This design comes from an exercise in tuning for small area and a short achievable clock period on the open sky130 flow, not from production work.
In this exercise RTL edits were held to simulation tests only and were not proved equivalent to the original.
Power and IR drop assume default switching activity.

==> build 24: inputs <==
==> flow/design.v <==
package validator_pkg;
    localparam int W_DEF     = 128;
    localparam int LANES_DEF = 4;
    localparam int DEPTH_DEF = 8;
    localparam int DW_DEF    = 8;
    localparam int CNT_W     = 32;
    function automatic logic [CNT_W-1:0] sat_inc(input logic [CNT_W-1:0] v);
        if (v == {CNT_W{1'b1}}) begin
            sat_inc = v;
        end else begin
            sat_inc = v + 1'b1;
        end
    endfunction
endpackage
module sync_fifo
#(
    parameter int W     = validator_pkg::W_DEF,
    parameter int DEPTH = validator_pkg::DEPTH_DEF
) (
    input  logic         clk,
    input  logic         rst,
    input  logic [W-1:0] wr_data,
    input  logic         push,
    input  logic         rd_en,
    output logic [W-1:0] rd_data,
    output logic         empty,
    output logic         full
);
    localparam int SD = DEPTH - 1;              
    logic [SD-1:0] wr_oh_q;
    logic [SD-1:0] rd_oh_q;
    logic [DEPTH:0] occ_q, occ_d;                
    logic          multi_q;                      
    logic          pop;
    logic          head_en;
    logic          to_store;                     
    logic          store_rd;                     
    logic [W-1:0]  head_q, head_d;
    logic [W-1:0]  mem_q [SD];
    assign pop      = rd_en && !occ_q[0];
    assign empty    = occ_q[0];
    assign full     = occ_q[DEPTH];
    assign rd_data  = head_q;
    assign head_en  = occ_q[0] || rd_en;
    assign to_store = push && !occ_q[0] && !(occ_q[1] && rd_en);
    assign store_rd = multi_q && rd_en;
    always_comb begin
        logic [DEPTH:0] if_push, if_hold;
        for (int i = 0; i <= DEPTH; i++) begin
            if_push[i] = pop ? occ_q[i] : ((i > 0) ? occ_q[i-1] : 1'b0);
            if_hold[i] = pop ? ((i < DEPTH) ? occ_q[i+1] : 1'b0) : occ_q[i];
        end
        occ_d = push ? if_push : if_hold;
    end
    always_ff @(posedge clk) begin
        if (rst) begin
            occ_q   <= (DEPTH+1)'(1);
            multi_q <= 1'b0;
        end else begin
            occ_q   <= occ_d;
            multi_q <= !(occ_d[0] || occ_d[1]);
        end
    end
    always_ff @(posedge clk) begin
        if (rst || to_store) wr_oh_q <= rst ? SD'(1) : {wr_oh_q[SD-2:0], wr_oh_q[SD-1]};
        if (rst || store_rd) rd_oh_q <= rst ? SD'(1) : {rd_oh_q[SD-2:0], rd_oh_q[SD-1]};
    end
    for (genvar j = 0; j < SD; j++) begin : g_slot
        logic [W-1:0] q;
        always_ff @(posedge clk) begin
            if (wr_oh_q[j] && !occ_q[DEPTH]) q <= wr_data;
        end
        assign mem_q[j] = q;
    end
    logic [DEPTH-1:0]   head_sel;
    logic [DEPTH*W-1:0] head_src;
    always_comb begin
        head_sel = {!multi_q, rd_oh_q & {SD{multi_q}}};
        head_src[SD*W +: W] = wr_data;
        for (int j = 0; j < SD; j++) head_src[j*W +: W] = mem_q[j];
    end
    onehot_mux #(
        .W (W),
        .N (DEPTH)
    ) u_head_mux (
        .sel (head_sel),
        .src (head_src),
        .y   (head_d)
    );
    always_ff @(posedge clk) begin
        if (head_en) head_q <= head_d;
    end
endmodule
module onehot_mux
#(
    parameter int W = validator_pkg::W_DEF,
    parameter int N = validator_pkg::DEPTH_DEF
) (
    input  logic [N-1:0]   sel,
    input  logic [N*W-1:0] src,
    output logic [W-1:0]   y
);
    always_comb begin
        y = '0;
        for (int k = 0; k < N; k++) y = y | (src[k*W +: W] & {W{sel[k]}});
    end
endmodule
module validator_array
#(
    parameter int W     = validator_pkg::W_DEF,
    parameter int LANES = validator_pkg::LANES_DEF,
    parameter int DEPTH = validator_pkg::DEPTH_DEF,
    parameter int DW    = validator_pkg::DW_DEF
) (
    input  logic               clk,
    input  logic               rst,
    input  logic               i_valid,
    input  logic [W-1:0]       i_transaction,
    output logic               i_ready,
    input  logic [DW-1:0]      i_difficulty,
    output logic [LANES-1:0]   lane_valid_o,
    output logic [LANES*W-1:0] lane_data_o,
    input  logic [LANES-1:0]   lane_ack_i,
    input  logic [LANES-1:0]   res_valid_i,
    input  logic [LANES*W-1:0] res_data_i,
    output logic [LANES-1:0]   res_ack_o,
    output logic               o_valid,
    output logic [W-1:0]       o_hash,
    input  logic               o_ready,
    output logic [validator_pkg::CNT_W-1:0]   o_pass_count,
    output logic [validator_pkg::CNT_W-1:0]   o_drop_count
);
    logic [LANES-1:0] fifo_empty;
    logic [LANES-1:0] fifo_full;
    logic [LANES-1:0] fifo_wr;
    logic [LANES-1:0] dsel_q;       
    logic [LANES-1:0] csel_q;       
    logic [LANES-1:0] csel_d;
    logic [LANES-1:0] ack_free_q;   
    logic [LANES-1:0] ack_busy_q;   
    logic             o_valid_d;
    logic             rdy_q;        
    logic             o_valid_q;
    logic [W-1:0]     o_hash_q, o_hash_d;
    logic [validator_pkg::CNT_W-1:0] pass_cnt_q;
    logic [validator_pkg::CNT_W-1:0] drop_cnt_q;
    logic             pass;
    logic             take;
    logic             take_pass;
    logic [LANES-1:0] dsel_nx;
    logic [LANES-1:0] stuck;        
    logic             rdy_stay, rdy_adv;
    logic             res_take;
    localparam int NG = W / 8;
    logic [NG-1:0] hit;
    logic          pass_r;      
    logic          pass_f;      
    logic          pass_p;      
    logic          pass_d;      
    lz_screen #(
        .W  (W),
        .DW (DW)
    ) u_screen (
        .t   (i_transaction),
        .d   (i_difficulty),
        .hit (hit)
    );
    lz_pass #(.G(NG)) u_pass_r (.hit(hit), .pass(pass_r));
    lz_pass #(.G(NG)) u_pass_f (.hit(hit), .pass(pass_f));
    lz_pass #(.G(NG)) u_pass_p (.hit(hit), .pass(pass_p));
    lz_pass #(.G(NG)) u_pass_d (.hit(hit), .pass(pass_d));
    assign pass = pass_r;
    assign take      = i_valid && rdy_q;
    assign take_pass = take && pass;
    assign fifo_wr   = dsel_q & {LANES{take && pass_f}};
    assign dsel_nx   = {dsel_q[LANES-2:0], dsel_q[LANES-1]};
    assign stuck     = fifo_full & ~lane_ack_i;
    assign rdy_stay  = ~|(dsel_q  & stuck);
    assign rdy_adv   = ~|(dsel_nx & stuck);
    always_comb begin
        lane_valid_o = ~fifo_empty;
        i_ready      = rdy_q;
    end
    always_comb begin
        res_ack_o = res_valid_i & {LANES{!rst}} & (ack_free_q | (ack_busy_q & {LANES{o_ready}}));
        res_take  = |res_ack_o;
        csel_d    = res_take ? {csel_q[LANES-2:0], csel_q[LANES-1]} : csel_q;
        o_valid_d = res_take || (o_valid_q && !o_ready);
        o_hash_d  = '0;
        for (int k = 0; k < LANES; k++) begin
            o_hash_d = o_hash_d | (res_data_i[k*W +: W] & {W{csel_q[k]}});
        end
    end
    always_ff @(posedge clk) begin
        if (rst) begin
            csel_q     <= LANES'(1);
            ack_free_q <= LANES'(1);
            ack_busy_q <= '0;
            rdy_q      <= 1'b0;
            o_valid_q  <= 1'b0;
        end else begin
            csel_q     <= csel_d;
            ack_free_q <= csel_d & {LANES{!o_valid_d}};
            ack_busy_q <= csel_d & {LANES{o_valid_d}};
            rdy_q      <= take_pass ? rdy_adv : rdy_stay;
            o_valid_q  <= o_valid_d;
        end
    end
    always_ff @(posedge clk) begin
        if (rst || take_pass) dsel_q <= rst ? LANES'(1) : dsel_nx;
    end
    always_ff @(posedge clk) begin
        if (!o_valid_q || o_ready) o_hash_q <= o_hash_d;
    end
    sat_counter #(.CW(validator_pkg::CNT_W)) u_pass_cnt (
        .clk (clk),
        .rst (rst),
        .inc (take && pass_p),
        .q   (pass_cnt_q)
    );
    sat_counter #(.CW(validator_pkg::CNT_W)) u_drop_cnt (
        .clk (clk),
        .rst (rst),
        .inc (take && !pass_d),
        .q   (drop_cnt_q)
    );
    always_comb begin
        o_valid      = o_valid_q;
        o_hash       = o_hash_q;
        o_pass_count = pass_cnt_q;
        o_drop_count = drop_cnt_q;
    end
    for (genvar k = 0; k < LANES; k++) begin : g_lane
        sync_fifo #(
            .W     (W),
            .DEPTH (DEPTH)
        ) u_fifo (
            .clk     (clk),
            .rst     (rst),
            .wr_data (i_transaction),
            .push    (fifo_wr[k]),
            .rd_en   (lane_ack_i[k]),
            .rd_data (lane_data_o[k*W +: W]),
            .empty   (fifo_empty[k]),
            .full    (fifo_full[k])
        );
    end
endmodule
module lz_screen
#(
    parameter int W  = validator_pkg::W_DEF,
    parameter int DW = validator_pkg::DW_DEF
) (
    input  logic [W-1:0]   t,
    input  logic [DW-1:0]  d,
    output logic [W/8-1:0] hit
);
    for (genvar g = 0; g < W / 8; g++) begin : g_grp
        lz_group #(
            .G  (g),
            .DW (DW)
        ) u_grp (
            .tg  (t[W-1-8*g -: 8]),
            .d   (d),
            .hit (hit[g])
        );
    end
endmodule
module lz_group
#(
    parameter int G  = 0,
    parameter int DW = validator_pkg::DW_DEF
) (
    input  logic [7:0]    tg,
    input  logic [DW-1:0] d,
    output logic          hit
);
    logic [7:0] first;              
    always_comb begin
        for (int m = 0; m < 8; m++) first[m] = (32'(d) > 32'(8*G + m));
        hit = 1'b0;
        for (int m = 0; m < 8; m++) hit = hit | (tg[7-m] && first[m]);
    end
endmodule
module lz_pass
#(
    parameter int G = validator_pkg::W_DEF / 8
) (
    input  logic [G-1:0] hit,
    output logic         pass
);
    assign pass = ~|hit;
endmodule
module sat_counter
#(
    parameter int CW = validator_pkg::CNT_W
) (
    input  logic          clk,
    input  logic          rst,
    input  logic          inc,
    output logic [CW-1:0] q
);
    always_ff @(posedge clk) begin
        if (rst || inc) q <= rst ? '0 : validator_pkg::sat_inc(q);
    end
endmodule
==> flow/flow/run.sh <==
#!/bin/bash
export BUFFER_PORTS_ARGS="-buffer_cell sky130_fd_sc_hd__buf_1"
bash standard.sh > standard.log 2>&1
==> flow/standard.sh <==
#!/bin/bash
# synth_recipe.tcl (not shown) runs the flow's synth.tcl, then flattens the netlist and writes it again
# the make line also repeats each setting of config.mk as NAME=value (left out here)
make -C /OpenROAD-flow-scripts/flow DESIGN_CONFIG=/design/flow/config.mk WORK_HOME=/design/flow/orfs CLKGATE_MAP_FILE= SYNTH_SCRIPT=/design/flow/synth_recipe.tcl "${@:-finish}"
==> flow/config.mk <==
export PLATFORM = sky130hd
export DESIGN_NAME = validator_array
export DESIGN_NICKNAME = validator_array
export VERILOG_FILES = /design/flow/design.v
export SDC_FILE = /design/flow/constraint.sdc
export NUM_CORES = 4
export LEC_CHECK = 0
export ABC_CLOCK_PERIOD_IN_PS = 2800
export CAP_MARGIN = 20
export CORE_MARGIN = 2
export CORE_UTILIZATION = 45
export CTS_CLUSTER_DIAMETER = 150
export CTS_CLUSTER_SIZE = 20
export SETUP_SLACK_MARGIN = 2.5
export SLEW_MARGIN = 20
export SYNTH_HIERARCHICAL = 1
==> flow/constraint.sdc <==
create_clock -name core_clock -period 5.5 [get_ports {clk}]
set_input_delay 1.1000 -clock core_clock [delete_from_list [all_inputs] [get_ports {clk}]]
set_output_delay 1.1000 -clock core_clock [all_outputs]
set_load 0.01 [all_outputs]
==> build 53 (differences from build 24) <==
==> flow/design.v (replaced) <==
package validator_pkg;
    localparam int W_DEF     = 128;
    localparam int LANES_DEF = 4;
    localparam int DEPTH_DEF = 8;
    localparam int DW_DEF    = 8;
    localparam int CNT_W     = 32;
    function automatic logic [CNT_W-1:0] sat_inc(input logic [CNT_W-1:0] v);
        if (v == {CNT_W{1'b1}}) begin
            sat_inc = v;
        end else begin
            sat_inc = v + 1'b1;
        end
    endfunction
endpackage
module sync_fifo
#(
    parameter int W     = validator_pkg::W_DEF,
    parameter int DEPTH = validator_pkg::DEPTH_DEF
) (
    input  logic         clk,
    input  logic         rst,
    input  logic [W-1:0] wr_data,
    input  logic         push,
    input  logic         rd_en,
    output logic [W-1:0] rd_data,
    output logic         empty,
    output logic         full
);
    localparam int SD = DEPTH - 1;              
    localparam int CW = $clog2(DEPTH + 1);
    logic [SD-1:0] wr_oh_q;
    logic [SD-1:0] rd_oh_q;
    logic [CW-1:0] cnt_q, cnt_d;
    logic          empty_q, full_q;
    logic          one_q;                        
    logic          multi_q;                      
    logic          pop;
    logic          head_en;
    logic          to_store;                     
    logic          store_rd;                     
    logic [W-1:0]  head_q, head_d;
    logic [W-1:0]  mem_q [SD];
    assign pop      = rd_en && !empty_q;
    assign empty    = empty_q;
    assign full     = full_q;
    assign rd_data  = head_q;
    assign head_en  = empty_q || rd_en;
    assign to_store = push && !empty_q && !(one_q && rd_en);
    assign store_rd = multi_q && rd_en;
    always_comb begin
        cnt_d = cnt_q;
        if (push && !pop) cnt_d = cnt_q + 1'b1;
        if (!push && pop) cnt_d = cnt_q - 1'b1;
    end
    always_ff @(posedge clk) begin
        if (rst) begin
            wr_oh_q <= SD'(1);
            rd_oh_q <= SD'(1);
            cnt_q   <= '0;
            empty_q <= 1'b1;
            full_q  <= 1'b0;
            one_q   <= 1'b0;
            multi_q <= 1'b0;
        end else begin
            if (to_store) wr_oh_q <= {wr_oh_q[SD-2:0], wr_oh_q[SD-1]};
            if (store_rd) rd_oh_q <= {rd_oh_q[SD-2:0], rd_oh_q[SD-1]};
            cnt_q   <= cnt_d;
            empty_q <= (cnt_d == '0);
            full_q  <= (cnt_d == CW'(DEPTH));
            one_q   <= (cnt_d == CW'(1));
            multi_q <= (cnt_d > CW'(1));
        end
    end
    for (genvar j = 0; j < SD; j++) begin : g_slot
        logic [W-1:0] q;
        always_ff @(posedge clk) begin
            if (wr_oh_q[j] && !full_q) q <= wr_data;
        end
        assign mem_q[j] = q;
    end
    always_comb begin
        head_d = multi_q ? '0 : wr_data;
        for (int j = 0; j < SD; j++) begin
            head_d = head_d | (mem_q[j] & {W{multi_q && rd_oh_q[j]}});
        end
    end
    always_ff @(posedge clk) begin
        if (head_en) head_q <= head_d;
    end
endmodule
module validator_array
#(
    parameter int W     = validator_pkg::W_DEF,
    parameter int LANES = validator_pkg::LANES_DEF,
    parameter int DEPTH = validator_pkg::DEPTH_DEF,
    parameter int DW    = validator_pkg::DW_DEF
) (
    input  logic               clk,
    input  logic               rst,
    input  logic               i_valid,
    input  logic [W-1:0]       i_transaction,
    output logic               i_ready,
    input  logic [DW-1:0]      i_difficulty,
    output logic [LANES-1:0]   lane_valid_o,
    output logic [LANES*W-1:0] lane_data_o,
    input  logic [LANES-1:0]   lane_ack_i,
    input  logic [LANES-1:0]   res_valid_i,
    input  logic [LANES*W-1:0] res_data_i,
    output logic [LANES-1:0]   res_ack_o,
    output logic               o_valid,
    output logic [W-1:0]       o_hash,
    input  logic               o_ready,
    output logic [validator_pkg::CNT_W-1:0]   o_pass_count,
    output logic [validator_pkg::CNT_W-1:0]   o_drop_count
);
    logic [LANES-1:0] fifo_empty;
    logic [LANES-1:0] fifo_full;
    logic [LANES-1:0] fifo_wr;
    logic [LANES-1:0] dsel_q;       
    logic [LANES-1:0] csel_q;       
    logic [LANES-1:0] csel_d;
    logic [LANES-1:0] ack_free_q;   
    logic [LANES-1:0] ack_busy_q;   
    logic             o_valid_d;
    logic             rdy_q;        
    logic             o_valid_q;
    logic [W-1:0]     o_hash_q, o_hash_d;
    logic [validator_pkg::CNT_W-1:0] pass_cnt_q;
    logic [validator_pkg::CNT_W-1:0] drop_cnt_q;
    logic             pass;
    logic             take;
    logic             take_pass;
    logic [LANES-1:0] dsel_nx;
    logic [LANES-1:0] stuck;        
    logic             rdy_stay, rdy_adv;
    logic             res_take;
    always_comb begin
        pass = 1'b1;
        for (int i = 0; i < W; i++) begin
            if (($unsigned(i) < 32'(i_difficulty)) && i_transaction[W-1-i]) begin
                pass = 1'b0;
            end
        end
    end
    assign take      = i_valid && rdy_q;
    assign take_pass = take && pass;
    assign fifo_wr   = dsel_q & {LANES{take_pass}};
    assign dsel_nx   = {dsel_q[LANES-2:0], dsel_q[LANES-1]};
    assign stuck     = fifo_full & ~lane_ack_i;
    assign rdy_stay  = ~|(dsel_q  & stuck);
    assign rdy_adv   = ~|(dsel_nx & stuck);
    always_comb begin
        lane_valid_o = ~fifo_empty;
        i_ready      = rdy_q;
    end
    always_comb begin
        res_ack_o = res_valid_i & {LANES{!rst}} & (ack_free_q | (ack_busy_q & {LANES{o_ready}}));
        res_take  = |res_ack_o;
        csel_d    = res_take ? {csel_q[LANES-2:0], csel_q[LANES-1]} : csel_q;
        o_valid_d = res_take || (o_valid_q && !o_ready);
        o_hash_d  = '0;
        for (int k = 0; k < LANES; k++) begin
            o_hash_d = o_hash_d | (res_data_i[k*W +: W] & {W{csel_q[k]}});
        end
    end
    always_ff @(posedge clk) begin
        if (rst) begin
            dsel_q     <= LANES'(1);
            csel_q     <= LANES'(1);
            ack_free_q <= LANES'(1);
            ack_busy_q <= '0;
            rdy_q      <= 1'b0;
            o_valid_q  <= 1'b0;
            pass_cnt_q <= '0;
            drop_cnt_q <= '0;
        end else begin
            if (take_pass) dsel_q <= dsel_nx;
            csel_q     <= csel_d;
            ack_free_q <= csel_d & {LANES{!o_valid_d}};
            ack_busy_q <= csel_d & {LANES{o_valid_d}};
            rdy_q      <= take_pass ? rdy_adv : rdy_stay;
            o_valid_q  <= o_valid_d;
            if (take_pass)         pass_cnt_q <= validator_pkg::sat_inc(pass_cnt_q);
            if (take && !pass)     drop_cnt_q <= validator_pkg::sat_inc(drop_cnt_q);
        end
    end
    always_ff @(posedge clk) begin
        if (!o_valid_q || o_ready) o_hash_q <= o_hash_d;
    end
    always_comb begin
        o_valid      = o_valid_q;
        o_hash       = o_hash_q;
        o_pass_count = pass_cnt_q;
        o_drop_count = drop_cnt_q;
    end
    for (genvar k = 0; k < LANES; k++) begin : g_lane
        sync_fifo #(
            .W     (W),
            .DEPTH (DEPTH)
        ) u_fifo (
            .clk     (clk),
            .rst     (rst),
            .wr_data (i_transaction),
            .push    (fifo_wr[k]),
            .rd_en   (lane_ack_i[k]),
            .rd_data (lane_data_o[k*W +: W]),
            .empty   (fifo_empty[k]),
            .full    (fifo_full[k])
        );
    end
endmodule
==> flow/run.sh (new file) <==
#!/bin/bash
# synth_recipe.tcl (not shown) runs the flow's synth.tcl, then flattens the netlist and writes it again
# the make line also repeats each setting of config.mk as NAME=value (left out here)
make -C /OpenROAD-flow-scripts/flow DESIGN_CONFIG=/design/flow/config.mk WORK_HOME=/design/flow/orfs CLKGATE_MAP_FILE= SYNTH_SCRIPT=/design/flow/synth_recipe.tcl finish
Settings changed: CORE_UTILIZATION 45 to 50, CTS_CLUSTER_DIAMETER 150 to default, CTS_CLUSTER_SIZE 20 to default, SYNTH_HIERARCHICAL 1 to default.
removed: flow/flow/run.sh
removed: flow/standard.sh
==> summary.md <==
| Metric | Value |
|---|---|
| Status | no timing/DRC/antenna violations |
| Comb power | 11.5 mW |
| #MultiIn Comb | 3885 |
| Post-Synthesis Mean Instance Area | 17.8 um2 |
| GR Layer Usage met2 | 65.5% |
| Simple-gate share of the synthesized area | 3.32% |
| Psw | 22.5 mW |
| Synth Area in Adders | 0.0843% |
| Slowest cell on crit path | clkdlybuf4s50_1 |
| Synth Instances | 8997 |
| Largest net degree at the start of global routing | 110 |
| Plain + repair buffers | 1846 |
| Arrival @ worst endpoint | 4680 ps |
| Synth cell count leaders | edfxtp_1, a22oi_1, nand2_1 |
| Worst VDD drop | 0.457 mV |
| All-layer global routing usage | 45.7% |
| Hold EP | g_lane[3].u_fifo.rd_oh_q[6]$_SDFFE_PP0P_ |
| Area growth, synth to finish | 23.1% |
| Post-synth EDFFs | 4224 |
| Sequential share of cell area | 66.0% |
-- figures above: build 53

==> summary.md <==
| Metric | Value |
|---|---|
| Status | no timing/DRC/antenna violations |
| All-layer global routing usage | 37.4% |
| #MultiIn Comb | 3832 |
| Post-Synthesis Mean Instance Area | 18.6 um2 |
| Largest net degree at the start of global routing | 97 |
| Post-synth EDFFs | 4348 |
| Simple-gate share of the synthesized area | 4.28% |
| Comb power | 4.70 mW |
| Hold EP | g_lane[2].u_fifo.g_slot[5].q[70]$_DFFE_PP_ |
| Synth cell count leaders | edfxtp_1, a22oi_1, nand4_1 |
| Sequential share of cell area | 72.2% |
| Arrival @ worst endpoint | 4280 ps |
| Area growth, synth to finish | 11.4% |
| Synth Instances | 8821 |
-- figures above: build 24

## what the ideal ports hide
The results above use ideal ports. As a check the final layouts listed here were re-extracted and re-timed, cells and wires unchanged. Step 1: set_driving_cell puts a clkbuf_16 on clk and a buf_2 on each other input, an assumption about the parent block. Step 2 also shifts input and output timing later by t, the mid clock arrival at the registers, as if the neighbouring blocks saw the same clock. Slacks: no drivers / after step 1 / after step 2; pairs: no drivers / after step 1.
run | t (ns) | setup slack, ns | worst setup path after step 2 | clock arrival spread, ns
build 24 | 1.108 | 1.901 / 1.941 / 0.833 | input to register | 0.127 / 0.128
build 53 | 1.085 | 1.608 / 1.641 / 0.557 | input to register | 0.114 / 0.113
After both steps setup and hold are still met in every run listed. The setup slack of build 24, which loses most, moves by +0.040 ns with the drivers and by -1.068 ns with both steps.
